What follows belongs to an exercise in optimizing a design on an open flow for small area; a production flow would make more cautious choices.
The RTL was checked by simulation tests, not by an equivalence proof against the original design.
Power and IR drop assume default switching activity. No driver is modelled on the clock port, so clocking that relies on it looks cheaper here than on a real chip.

Design ram_burst_ctrl, start of the top module:
module ram_burst_ctrl #(
  parameter int DATA_W = 32,
  parameter int ADDR_W = 9,
  parameter int BURST  = 16
) (
  input  logic                       clk,
  input  logic                       rst,
  input  logic                       cmd_valid,
  output logic                       cmd_ready,
  input  logic                       cmd_we,
  input  logic [ADDR_W-1:0]          cmd_addr,
  input  logic [5:0]                 cmd_len,
  input  logic                       wr_valid,
  output logic                       wr_ready,
  input  logic [DATA_W-1:0]          wr_data,
  output logic                       rd_valid,
  input  logic                       rd_ready,
  output logic [DATA_W-1:0]          rd_data,
  output logic                       rd_last,
  output logic                       busy,
  output logic                       done,
  output logic                       err,
  output logic                       ram_we,
  output logic [ADDR_W-1:0]          ram_addr,
  output logic [$clog2(BURST)-1:0]   ram_cnt,
  output logic [DATA_W*BURST-1:0]    ram_wdata,
  input  logic [DATA_W*BURST-1:0]    ram_rdata
);
For scale: roughly 750 cells after synthesis, about 540 flip-flops, ~1100 I/O pins.
==> module ram_burst_ctrl, before the edit <==
module ram_burst_ctrl #(
  parameter int DATA_W = 32,
  parameter int ADDR_W = 9,
  parameter int BURST  = 16
) (
  input  logic                       clk,
  input  logic                       rst,
  input  logic                       cmd_valid,
  output logic                       cmd_ready,
  input  logic                       cmd_we,
  input  logic [ADDR_W-1:0]          cmd_addr,
  input  logic [5:0]                 cmd_len,
  input  logic                       wr_valid,
  output logic                       wr_ready,
  input  logic [DATA_W-1:0]          wr_data,
  output logic                       rd_valid,
  input  logic                       rd_ready,
  output logic [DATA_W-1:0]          rd_data,
  output logic                       rd_last,
  output logic                       busy,
  output logic                       done,
  output logic                       err,
  output logic                       ram_we,
  output logic [ADDR_W-1:0]          ram_addr,
  output logic [$clog2(BURST)-1:0]   ram_cnt,
  output logic [DATA_W*BURST-1:0]    ram_wdata,
  input  logic [DATA_W*BURST-1:0]    ram_rdata
);
  localparam logic [2:0] S_IDLE   = 3'd0;
  localparam logic [2:0] S_WFILL  = 3'd2;
  localparam logic [2:0] S_WBURST = 3'd6;
  localparam logic [2:0] S_RISSUE = 3'd1;
  localparam logic [2:0] S_RWAIT  = 3'd3;
  localparam logic [2:0] S_RDRAIN = 3'd5;
  logic [2:0]        r_state;
  logic [ADDR_W:0]   r_addr;    
  logic [5:0]        r_left;    
  logic [3:0]        r_idx;     
  logic              r_ended;   
  logic              r_err;
  logic [DATA_W-1:0] r_wbuf [BURST-1];
  logic [DATA_W-1:0] r_wlast;
  function automatic logic [4:0] f_inc4(input logic [3:0] x, input logic ci);
    logic c;
    c = ci;
    for (int i = 0; i < 4; i++) begin
      f_inc4[i] = x[i] ^ c;
      c = c & x[i];
    end
    f_inc4[4] = c;
  endfunction
  function automatic logic [5:0] f_inc6(input logic [5:0] x, input logic ci);
    logic c;
    c = ci;
    for (int i = 0; i < 6; i++) begin
      f_inc6[i] = x[i] ^ c;
      c = c & x[i];
    end
  endfunction
  function automatic logic [5:0] f_dec6(input logic [5:0] x, input logic bi);
    logic b;
    b = bi;
    for (int i = 0; i < 6; i++) begin
      f_dec6[i] = x[i] ^ b;
      b = b & ~x[i];
    end
  endfunction
  logic w_idle, w_fill, w_drain, w_wburst, w_accept;
  logic w_wr_hs, w_rd_hs, w_hs, w_last, w_wdone, w_idx15, w_chunk_end;
  logic w_cmd_oor, w_cnt_clamp;
  logic [4:0]      w_lo_inc;
  logic [ADDR_W:0] w_addr_inc;
  logic [3:0]      w_cnt;
  assign w_idle      = (r_state == S_IDLE);
  assign w_fill      = (r_state == S_WFILL);
  assign w_drain     = (r_state == S_RDRAIN);
  assign w_wburst    = (r_state == S_WBURST);
  assign w_accept    = w_idle && cmd_valid;
  assign w_wr_hs     = w_fill && wr_valid;
  assign w_rd_hs     = w_drain && rd_ready;
  assign w_hs        = w_wr_hs || w_rd_hs;
  assign w_last      = (r_left == '0);
  assign w_wdone     = r_left[5] && r_left[4];
  assign w_idx15     = (r_idx == 4'd15);
  assign w_chunk_end = w_idx15 || w_last;
  assign w_lo_inc   = f_inc4(r_addr[3:0], w_rd_hs);
  assign w_addr_inc = {f_inc6(r_addr[ADDR_W:4], w_lo_inc[4] | r_ended), w_lo_inc[3:0]};
  always_comb begin
    logic c;
    c = 1'b0;
    for (int i = 0; i < 6; i++) c = (cmd_addr[i] & cmd_len[i]) | (c & cmd_addr[i]) | (c & cmd_len[i]);
    w_cmd_oor = c & (&cmd_addr[8:6]);
  end
  always_ff @(posedge clk) begin
    if (rst) begin
      r_state <= S_IDLE;
      r_ended <= 1'b0;
      r_err   <= 1'b0;
    end else begin
      r_ended <= w_wburst || (w_rd_hs && w_last);
      case (r_state)
        S_IDLE: begin
          if (cmd_valid) begin
            r_err   <= w_cmd_oor;
            r_state <= cmd_we ? S_WFILL : S_RISSUE;
          end
        end
        S_WFILL:  if (wr_valid && w_chunk_end) r_state <= S_WBURST;
        S_WBURST: begin
          r_state <= w_wdone ? S_IDLE : S_WFILL;
        end
        S_RISSUE: r_state <= S_RWAIT;
        S_RWAIT:  r_state <= S_RDRAIN;
        S_RDRAIN: begin
          if (rd_ready) begin
            if (w_last) begin
              r_state <= S_IDLE;
            end else if (w_idx15) begin
              r_state <= S_RISSUE;
            end
          end
        end
        default: r_state <= S_IDLE;
      endcase
    end
  end
  always_ff @(posedge clk) begin
    r_addr <= w_accept ? {1'b0, cmd_addr} : w_addr_inc;
    r_left <= w_accept ? cmd_len : f_dec6(r_left, w_hs);
    r_idx  <= w_accept ? 4'd0 : f_inc4(r_idx, w_hs);
  end
  generate
    for (genvar gi = 0; gi < BURST - 1; gi++) begin : g_word
      always_ff @(posedge clk)
        if (w_wr_hs && (r_idx == gi)) r_wbuf[gi] <= wr_data;
      assign ram_wdata[gi*DATA_W +: DATA_W] = r_wbuf[gi];
    end
  endgenerate
  always_ff @(posedge clk) r_wlast <= wr_data;
  assign ram_wdata[(BURST-1)*DATA_W +: DATA_W] = r_wlast;
  assign w_cnt = {r_idx[3] ^ ~(r_idx[2] | r_idx[1] | r_idx[0]), r_idx[2] ^ ~(r_idx[1] | r_idx[0]),
                  ~(r_idx[1] ^ r_idx[0]), ~r_idx[0]};
  always_comb begin
    logic c;
    c = 1'b0;
    for (int i = 0; i < 4; i++) c = (r_addr[i] & w_cnt[i]) | (c & (r_addr[i] | w_cnt[i]));
    w_cnt_clamp = c & (&r_addr[ADDR_W-1:4]) & w_wburst;
  end
  assign cmd_ready = w_idle;
  assign busy      = !w_idle;
  assign wr_ready  = w_fill;
  assign rd_valid  = w_drain;
  assign rd_data   = r_addr[ADDR_W] ? '0 : ram_rdata[DATA_W-1:0];
  assign rd_last   = w_last;
  assign done      = w_idle && r_ended;
  assign err       = r_err;
  assign ram_we    = w_wburst && !r_addr[ADDR_W];
  assign ram_addr  = w_addr_inc[ADDR_W-1:0];
  assign ram_cnt   = w_cnt_clamp ? ~r_addr[3:0] : (w_cnt & {4{w_wburst}});
endmodule
Settings: LEC_CHECK=0, CAP_MARGIN=10, CORE_AREA=4 4 181 181, DIE_AREA=0 0 185 185, SLEW_MARGIN=10; clock period 7.0 ns.
standard.sh (not shown) runs the stock make flow with config.mk's settings and CLKGATE_MAP_FILE= SYNTH_SCRIPT=/design/flow/synth_recipe.tcl, a recipe that flattens the netlist after the stock synthesis.
==> flow/flow/run.sh <==
#!/bin/bash
# Standard layout, with the port buffers made from the smallest buffer cell and a leaner clock tree.
set -e
export BUFFER_PORTS_ARGS="-buffer_cell sky130_fd_sc_hd__buf_1"
export PLACE_PINS_ARGS="-min_distance 1 -min_distance_in_tracks"
export REMOVE_ABC_BUFFERS=1
export CTS_ARGS="-sink_clustering_enable -repair_clock_nets -dont_use_dummy_load -buf_list sky130_fd_sc_hd__clkbuf_16 -sink_clustering_size 30 -sink_clustering_max_diameter 110"
bash standard.sh > standard.log 2>&1
==> next run, changes <==
--- a/flow/design.v
+++ b/flow/design.v
@@ -27,10 +27,10 @@
   input  logic [DATA_W*BURST-1:0]    ram_rdata
 );
   localparam logic [2:0] S_IDLE   = 3'd0;
-  localparam logic [2:0] S_WFILL  = 3'd2;
-  localparam logic [2:0] S_WBURST = 3'd6;
-  localparam logic [2:0] S_RISSUE = 3'd1;
-  localparam logic [2:0] S_RWAIT  = 3'd3;
+  localparam logic [2:0] S_WFILL  = 3'd1;
+  localparam logic [2:0] S_WBURST = 3'd2;
+  localparam logic [2:0] S_RISSUE = 3'd3;
+  localparam logic [2:0] S_RWAIT  = 3'd4;
   localparam logic [2:0] S_RDRAIN = 3'd5;
   logic [2:0]        r_state;
   logic [ADDR_W:0]   r_addr;    
@@ -144,7 +144,7 @@
     logic c;
     c = 1'b0;
     for (int i = 0; i < 4; i++) c = (r_addr[i] & w_cnt[i]) | (c & (r_addr[i] | w_cnt[i]));
-    w_cnt_clamp = c & (&r_addr[ADDR_W-1:4]) & w_wburst;
+    w_cnt_clamp = c & (&r_addr[ADDR_W-1:4]);
   end
   assign cmd_ready = w_idle;
   assign busy      = !w_idle;
@@ -156,5 +156,5 @@
   assign err       = r_err;
   assign ram_we    = w_wburst && !r_addr[ADDR_W];
   assign ram_addr  = w_addr_inc[ADDR_W-1:0];
-  assign ram_cnt   = w_cnt_clamp ? ~r_addr[3:0] : (w_cnt & {4{w_wburst}});
+  assign ram_cnt   = w_cnt_clamp ? ~r_addr[3:0] : w_cnt;
 endmodule
Outcome:
- utilization barely changes
- design area is about the same
- clock power is about the same
- die area stays the same
- routed wire length goes down by 9.9%
- non-clock buffer count falls by 1
- hold slack loses 0.016 ns
- first-iteration DRC count came out lower by about 22%
- power increases by 3.2%
- synthesized area hardly moves
- combinational power rose by about 40%
- setup slack gets worse by 0.022 ns
- via count goes down by 5.5%

* * *

Setup of job 101:
Another version of the RTL of ram_burst_ctrl (not shown whole).
Size in the first run: ~800 cells after synthesis, ~1100 I/O pins, roughly 17000 µm² of cells after synthesis.
==> module ram_burst_ctrl, before the edit <==
module ram_burst_ctrl #(
  parameter int DATA_W = 32,
  parameter int ADDR_W = 9,
  parameter int BURST  = 16
) (
  input  logic                       clk,
  input  logic                       rst,
  input  logic                       cmd_valid,
  output logic                       cmd_ready,
  input  logic                       cmd_we,
  input  logic [ADDR_W-1:0]          cmd_addr,
  input  logic [5:0]                 cmd_len,
  input  logic                       wr_valid,
  output logic                       wr_ready,
  input  logic [DATA_W-1:0]          wr_data,
  output logic                       rd_valid,
  input  logic                       rd_ready,
  output logic [DATA_W-1:0]          rd_data,
  output logic                       rd_last,
  output logic                       busy,
  output logic                       done,
  output logic                       err,
  output logic                       ram_we,
  output logic [ADDR_W-1:0]          ram_addr,
  output logic [$clog2(BURST)-1:0]   ram_cnt,
  output logic [DATA_W*BURST-1:0]    ram_wdata,
  input  logic [DATA_W*BURST-1:0]    ram_rdata
);
  localparam logic [2:0] S_IDLE   = 3'd0;
  localparam logic [2:0] S_WFILL  = 3'd1;
  localparam logic [2:0] S_WBURST = 3'd2;
  localparam logic [2:0] S_RISSUE = 3'd3;
  localparam logic [2:0] S_RWAIT  = 3'd4;
  localparam logic [2:0] S_RDRAIN = 3'd5;
  logic [2:0]        r_state;
  logic [ADDR_W:0]   r_addr;    
  logic [5:0]        r_left;    
  logic [3:0]        r_idx;     
  logic              r_done;
  logic              r_err;
  logic [DATA_W-1:0] r_wbuf [BURST-1];
  logic [DATA_W-1:0] r_wlast;
  logic w_fill, w_drain, w_wburst, w_accept;
  logic w_wr_hs, w_rd_hs, w_last, w_wdone, w_chunk_end;
  logic [ADDR_W:0] w_addr_inc;
  logic [3:0]      w_cnt;
  assign w_fill      = (r_state == S_WFILL);
  assign w_drain     = (r_state == S_RDRAIN);
  assign w_wburst    = (r_state == S_WBURST);
  assign w_accept    = (r_state == S_IDLE) && cmd_valid;
  assign w_wr_hs     = w_fill && wr_valid;
  assign w_rd_hs     = w_drain && rd_ready;
  assign w_last      = (r_left == '0);
  assign w_wdone     = r_left[5] && r_left[4];
  assign w_chunk_end = (r_idx == 4'd15) || w_last;
  assign w_addr_inc  = r_addr + 1'b1;
  always_ff @(posedge clk) begin
    if (rst) begin
      r_state <= S_IDLE;
      r_done  <= 1'b0;
      r_err   <= 1'b0;
    end else begin
      r_done <= 1'b0;
      case (r_state)
        S_IDLE: begin
          if (cmd_valid) begin
            r_err   <= ({1'b0, cmd_addr} + {4'b0, cmd_len}) > 10'd511;
            r_state <= cmd_we ? S_WFILL : S_RISSUE;
          end
        end
        S_WFILL:  if (wr_valid && w_chunk_end) r_state <= S_WBURST;
        S_WBURST: begin
          r_state <= w_wdone ? S_IDLE : S_WFILL;
          r_done  <= w_wdone;
        end
        S_RISSUE: r_state <= S_RWAIT;
        S_RWAIT:  r_state <= S_RDRAIN;
        S_RDRAIN: begin
          if (rd_ready) begin
            if (w_last) begin
              r_state <= S_IDLE;
              r_done  <= 1'b1;
            end else if (r_idx == 4'd15) begin
              r_state <= S_RISSUE;
            end
          end
        end
        default: r_state <= S_IDLE;
      endcase
    end
  end
  always_ff @(posedge clk) begin
    if (w_accept) begin
      r_addr <= {1'b0, cmd_addr};
      r_left <= cmd_len;
      r_idx  <= '0;
    end else begin
      if (w_wr_hs || w_rd_hs) begin
        r_idx  <= r_idx + 1'b1;
        r_left <= r_left - 1'b1;
      end
      if (w_rd_hs) r_addr <= w_addr_inc;
      else if (w_wburst) r_addr <= {r_addr[ADDR_W:4] + 1'b1, r_addr[3:0]};
    end
  end
  generate
    for (genvar gi = 0; gi < BURST - 1; gi++) begin : g_word
      always_ff @(posedge clk)
        if (w_wr_hs && (r_idx == gi)) r_wbuf[gi] <= wr_data;
      assign ram_wdata[gi*DATA_W +: DATA_W] = r_wbuf[gi];
    end
  endgenerate
  always_ff @(posedge clk) r_wlast <= wr_data;
  assign ram_wdata[(BURST-1)*DATA_W +: DATA_W] = r_wlast;
  assign w_cnt = r_idx - 1'b1;
  assign cmd_ready = (r_state == S_IDLE);
  assign busy      = (r_state != S_IDLE);
  assign wr_ready  = w_fill;
  assign rd_valid  = w_drain;
  assign rd_data   = r_addr[ADDR_W] ? '0 : ram_rdata[DATA_W-1:0];
  assign rd_last   = w_last;
  assign done      = r_done;
  assign err       = r_err;
  assign ram_we    = w_wburst && !r_addr[ADDR_W];
  assign ram_addr  = w_rd_hs ? w_addr_inc[ADDR_W-1:0] : r_addr[ADDR_W-1:0];
  assign ram_cnt   = ((r_addr[ADDR_W-1:4] == 5'h1f) && (w_cnt > ~r_addr[3:0])) ? ~r_addr[3:0] : w_cnt;
endmodule
Settings: LEC_CHECK=0, CAP_MARGIN=40, CORE_AREA=4 4 246 246, DIE_AREA=0 0 250 250, SLEW_MARGIN=40; clock period 7.0 ns.
==> flow/flow/run.sh <==
#!/bin/bash
# Standard layout, with the port buffers made from the smallest buffer cell and a leaner clock tree.
set -e
export BUFFER_PORTS_ARGS="-buffer_cell sky130_fd_sc_hd__buf_1"
export PLACE_PINS_ARGS="-min_distance 1 -min_distance_in_tracks"
export CTS_ARGS="-sink_clustering_enable -repair_clock_nets -dont_use_dummy_load -buf_list sky130_fd_sc_hd__clkbuf_16 -sink_clustering_size 30 -sink_clustering_max_diameter 80"
bash standard.sh > standard.log 2>&1
Inputs modified between job 101 and job 105:
diff --git a/flow/design.v b/flow/design.v
--- a/flow/design.v
+++ b/flow/design.v
@@ -52,9 +52,11 @@
   assign w_rd_hs     = w_drain && rd_ready;
   assign w_last      = (r_left == '0);
   assign w_wdone     = r_left[5] && r_left[4];
   assign w_chunk_end = (r_idx == 4'd15) || w_last;
-  assign w_addr_inc  = r_addr + 1'b1;
+  logic [4:0] w_lo_inc;
+  assign w_lo_inc    = {1'b0, r_addr[3:0]} + {4'b0, w_rd_hs};
+  assign w_addr_inc  = {r_addr[ADDR_W:4] + {5'b0, (w_lo_inc[4] | w_wburst)}, w_lo_inc[3:0]};
   always_ff @(posedge clk) begin
     if (rst) begin
       r_state <= S_IDLE;
       r_done  <= 1'b0;
@@ -98,10 +100,9 @@
       if (w_wr_hs || w_rd_hs) begin
         r_idx  <= r_idx + 1'b1;
         r_left <= r_left - 1'b1;
       end
-      if (w_rd_hs) r_addr <= w_addr_inc;
-      else if (w_wburst) r_addr <= {r_addr[ADDR_W:4] + 1'b1, r_addr[3:0]};
+      if (w_rd_hs || w_wburst) r_addr <= w_addr_inc;
     end
   end
   generate
     for (genvar gi = 0; gi < BURST - 1; gi++) begin : g_word
@@ -121,7 +122,7 @@
   assign rd_last   = w_last;
   assign done      = r_done;
   assign err       = r_err;
   assign ram_we    = w_wburst && !r_addr[ADDR_W];
-  assign ram_addr  = w_rd_hs ? w_addr_inc[ADDR_W-1:0] : r_addr[ADDR_W-1:0];
+  assign ram_addr  = w_wburst ? r_addr[ADDR_W-1:0] : w_addr_inc[ADDR_W-1:0];
   assign ram_cnt   = ((r_addr[ADDR_W-1:4] == 5'h1f) && (w_cnt > ~r_addr[3:0])) ? ~r_addr[3:0] : w_cnt;
 endmodule
## What came out
Job 105 went all the way through synthesis, placement and routing and the layout is clean on timing, DRC and antenna.
Cmp job 105 vs job 101: share of the synthesized area in compound gates (AO/OA/AOI/OAI) lower in job 105
Job 105 vs. job 101: met3 routed wirelength went down by 10%.
The final antenna diode count in job 105 sits 1 below the value recorded for job 101.
Compared with job 101, in job 105 total power shrank by about 7%, number of antenna violations at the first check in global routing grew by 1, hold slack shrank by 0.026 ns, switching power of the nets shrank by 17%, count of multi-input combinational gates shrank by 7.
Per the comparison of job 105 with job 101, first-iteration DRC count now smaller; synthesized area comparable; wire length of the first global-routing pass now smaller; arrival time at the worst endpoint now larger.
Run comparison: job 101 highest-delay cell along the critical path sky130_fd_sc_hd__dfxtp_1; job 105 highest-delay cell along the critical path sky130_fd_sc_hd__and4b_1

[what the ideal ports hide]
No port has a modelled driver above. Below, the same layouts with a new extraction and two added sets of constraints.
Step 1: set_driving_cell puts a clkbuf_16 on clk and a buf_2 on each other input, an assumption about the parent block.
Step 2, shift: input delay + t, output delay - t, t = (earliest + latest rising clock arrival at the registers) / 2. This alone moves slack from input paths to output paths.
a / b / c = ideal ports / drivers / drivers and shift; a / b = the first two.
run	shift t [ns]	slack for setup (ns)	hold WS [ns]	worst setup path after step 2	clock arrival spread, ns
the first run of note 1	0.593	1.768 / 1.698 / 1.698	0.515 / 0.515 / 0.515	input to output	0.043 / 0.043
the second run of note 1	0.591	1.747 / 1.677 / 1.677	0.498 / 0.498 / 0.498	input to output	0.041 / 0.041
job 101	0.605	2.587 / 2.535 / 2.969	0.517 / 0.517 / 0.517	input to output	0.078 / 0.078
job 105	0.600	1.874 / 1.842 / 1.842	0.491 / 0.491 / 0.491	input to output	0.089 / 0.090
After both steps setup and hold are still met in every run listed.
